From an optimization exercise on the open Yosys and OpenROAD flow, aimed at small area and a short achievable clock period; shortcuts taken in it are not production practice. The RTL was checked by simulation tests, not by an equivalence proof against the original design. Power is estimated from default activity; no workload was simulated.

==> flow/design.v (excerpt) <==
module lc3_dmem_responder #(
   parameter int unsigned ADDR_W      = 8,
   parameter int unsigned DATA_W      = 16,
   parameter int unsigned WAIT_CYCLES = 1
) (
   input  logic              clock,
   input  logic              reset,
   input  logic              Data_req,
   input  logic              Data_rd,
   input  logic [15:0]       Data_addr,
   input  logic [DATA_W-1:0] Data_din,
   output logic [DATA_W-1:0] Data_dout,
   output logic              complete_data,
   output logic              busy,
   output logic              access_err
);
export LEC_CHECK = 0
export CAP_MARGIN = 35
export CORE_MARGIN = 2
export CORE_UTILIZATION = 60
export SETUP_SLACK_MARGIN = 3.1
export SLEW_MARGIN = 35
export SYNTH_HIERARCHICAL = 1
export SYNTH_MINIMUM_KEEP_SIZE = 0
create_clock -name core_clock -period 5.5 [get_ports {clock}]
standard.sh (not shown) runs the stock make flow with config.mk's settings and CLKGATE_MAP_FILE= SYNTH_SCRIPT=/design/flow/synth_recipe.tcl, a recipe that flattens the netlist after the stock synthesis.
==> flow/flow/run.sh <==
#!/bin/bash
# Standard layout, with the clock tree built from larger sink clusters and
# without dummy loads on the leaf buffers, and port buffers of the buf family
# (so that repair can size them).
set -e
export CTS_ARGS="-sink_clustering_enable -repair_clock_nets -sink_clustering_size 30 -sink_clustering_max_diameter 60 -dont_use_dummy_load"
export BUFFER_PORTS_ARGS="-buffer_cell sky130_fd_sc_hd__buf_4"
bash standard.sh > standard.log 2>&1
The first run finished with timing, DRC and antenna clean.
==> next run, changes <==
SETUP_SLACK_MARGIN = 3.2   (was 3.1)
Outcome: Die area is unchanged; first-iteration DRC count stays flat; synthesized cell count is unchanged; wire length decreases slightly; setup slack improves by 17 ps.
==> next run, changes <==
SETUP_SLACK_MARGIN = 3.0   (was 3.2)
The changed run went through all stages and came out clean.
Cell area falls slightly.
Area after synthesis is unchanged.
Clock skew fell by 5.8 ps.
Wire length grows slightly.
Die area is unchanged.
Register-to-register slack got worse by 70 ps.
Setup slack gets worse by 64 ps.
Global-route usage came out higher by 0.58 points.
Final cell count stays flat.
Fmax decreases by a few percent.
Via count came out higher slightly.
==> next run, changes <==
CORE_UTILIZATION = 70   (was 60)
Power went down by 1.4%.
Routed wire length went down by 3.7%.
Via count went up by 0.76%.
Final area went down by 0.55%.
Area after synthesis is unchanged.
Clock skew went down by 17 ps.

---

lc3_dmem_responder, a different RTL version from the one above (not shown whole).
For scale: ~12000 cells after synthesis, ~0.15 mm² of cells after synthesis.
==> flow/config.mk <==
export PLATFORM = sky130hd
export DESIGN_NAME = lc3_dmem_responder
export DESIGN_NICKNAME = lc3_dmem_responder
export VERILOG_FILES = /design/flow/design.v
export SDC_FILE = /design/flow/constraint.sdc
export NUM_CORES = 4
export LEC_CHECK = 0
export CAP_MARGIN = 20
export CORE_MARGIN = 2
export CORE_UTILIZATION = 40
export SETUP_SLACK_MARGIN = 3.0
export SLEW_MARGIN = 20
export SYNTH_HIERARCHICAL = 1
export SYNTH_MINIMUM_KEEP_SIZE = 0
==> flow/constraint.sdc <==
create_clock -name core_clock -period 5.5 [get_ports {clock}]
set_input_delay 1.1000 -clock core_clock [delete_from_list [all_inputs] [get_ports {clock}]]
set_output_delay 1.1000 -clock core_clock [all_outputs]
set_load 0.01 [all_outputs]
==> flow/flow/run.sh <==
#!/bin/bash
# Standard layout, with the clock tree built from larger sink clusters and
# without dummy loads on the leaf buffers.
set -e
export CTS_ARGS="-sink_clustering_enable -repair_clock_nets -sink_clustering_size 30 -sink_clustering_max_diameter 60 -dont_use_dummy_load"
bash standard.sh > standard.log 2>&1
The baseline finished clean.
Change:
--- a/flow/config.mk
+++ b/flow/config.mk
@@ -8,5 +8,5 @@
 export CAP_MARGIN = 20
 export CORE_MARGIN = 2
-export CORE_UTILIZATION = 40
+export CORE_UTILIZATION = 60
 export SETUP_SLACK_MARGIN = 3.0
 export SLEW_MARGIN = 20
Power decreases by a few percent.
Worst hold slack gets better by 0.015 ns.
Setup slack degrades by 0.059 ns.
Design area goes down by a few percent.
Synthesized cell count is unchanged.
Routed wire length decreases by a few percent.
Die area fell by a quarter to a third.
Global-route usage increases by 11 points.
Change:
==> flow/run.sh (new file) <==
#!/bin/bash
# synth_recipe.tcl (not shown) runs the flow's synth.tcl, then flattens the netlist and writes it again
# the make line also repeats each setting of config.mk as NAME=value (left out here)
make -C /OpenROAD-flow-scripts/flow DESIGN_CONFIG=/design/flow/config.mk WORK_HOME=/design/flow/orfs CLKGATE_MAP_FILE= SYNTH_SCRIPT=/design/flow/synth_recipe.tcl finish
--- a/flow/config.mk
+++ b/flow/config.mk
@@ -8,5 +8,7 @@
 export CAP_MARGIN = 20
 export CORE_MARGIN = 2
-export CORE_UTILIZATION = 60
+export CORE_UTILIZATION = 40
+export CTS_CLUSTER_DIAMETER = 60
+export CTS_CLUSTER_SIZE = 30
 export SETUP_SLACK_MARGIN = 3.0
 export SLEW_MARGIN = 20
removed: flow/flow/run.sh
removed: flow/standard.sh
The new run finished with timing, DRC and antenna clean.
Design area increases by 4.6%.
Hold slack degrades by 0.0096 ns.
Wire length rises by 5.4%.
Combinational power is higher by 6.6%.
Power rose by 16%.
Change:
==> flow/flow/run.sh (new file) <==
#!/bin/bash
# Standard layout, with the clock tree built from larger sink clusters and
# without dummy loads on the leaf buffers.
set -e
export CTS_ARGS="-sink_clustering_enable -repair_clock_nets -sink_clustering_size 30 -sink_clustering_max_diameter 60 -dont_use_dummy_load"
bash standard.sh > standard.log 2>&1
==> flow/standard.sh (new file) <==
#!/bin/bash
# synth_recipe.tcl (not shown) runs the flow's synth.tcl, then flattens the netlist and writes it again
# the make line also repeats each setting of config.mk as NAME=value (left out here)
make -C /OpenROAD-flow-scripts/flow DESIGN_CONFIG=/design/flow/config.mk WORK_HOME=/design/flow/orfs CLKGATE_MAP_FILE= SYNTH_SCRIPT=/design/flow/synth_recipe.tcl "${@:-finish}"
--- a/flow/config.mk
+++ b/flow/config.mk
@@ -9,6 +9,5 @@
 export CORE_MARGIN = 2
 export CORE_UTILIZATION = 40
-export CTS_CLUSTER_DIAMETER = 60
-export CTS_CLUSTER_SIZE = 30
+export PLACE_DENSITY = 0.8
 export SETUP_SLACK_MARGIN = 3.0
 export SLEW_MARGIN = 20
removed: flow/run.sh
Outcome: Synthesized cell count stays the same; hold slack is better by 0.084 ns; fmax came out lower by 1.6%; register-to-register slack got worse by 0.02 ns; final cell count goes down by 2.0%; non-clock buffer count is lower by 16; via count went down by 1.0%; critical path depth goes down by 3; die area does not change.

==> re-timing with driven ports <==
In the flow no input, the clock included, has a driving cell. The finished layouts below were timed again as built, in two steps.
Step 1: set_driving_cell puts a clkbuf_16 on clock and a buf_2 on each other input, an assumption about the parent block.
Step 2 times the ports against the registers' clock, not the clock port: input delays grow and output delays shrink by t, the midpoint of the rising clock arrivals with the driver on.
Slacks: ideal ports / drivers / drivers and shift; pairs: ideal ports / drivers.
run | shift t [ns] | slack for setup (ns) | hold WS [ns]
the first run of note 1 | 0.987 | 3.013 / 2.929 / 2.164 | 0.300 / 0.241 / 0.365
the second run of note 1 | 0.986 | 3.030 / 2.946 / 2.143 | 0.274 / 0.215 / 0.358
the third run of note 1 | 0.988 | 2.966 / 2.930 / 2.047 | 0.267 / 0.203 / 0.380
the fourth run of note 1 | 0.970 | 2.977 / 2.894 / 2.167 | 0.308 / 0.256 / 0.392
the first run of note 2 | 1.012 | 2.887 / 2.813 / 1.883 | 0.358 / 0.358 / 0.358
the second run of note 2 | 0.984 | 2.828 / 2.828 / 2.008 | 0.373 / 0.373 / 0.373
the third run of note 2 | 1.050 | 2.847 / 2.790 / 1.836 | 0.363 / 0.345 / 0.363
the fourth run of note 2 | 0.983 | 2.805 / 2.708 / 1.983 | 0.447 / 0.447 / 0.447
After both steps setup and hold are still met in every run listed. The setup slack of the third run of note 2, which loses most, moves by -0.057 ns with the drivers and by -1.011 ns with both steps.
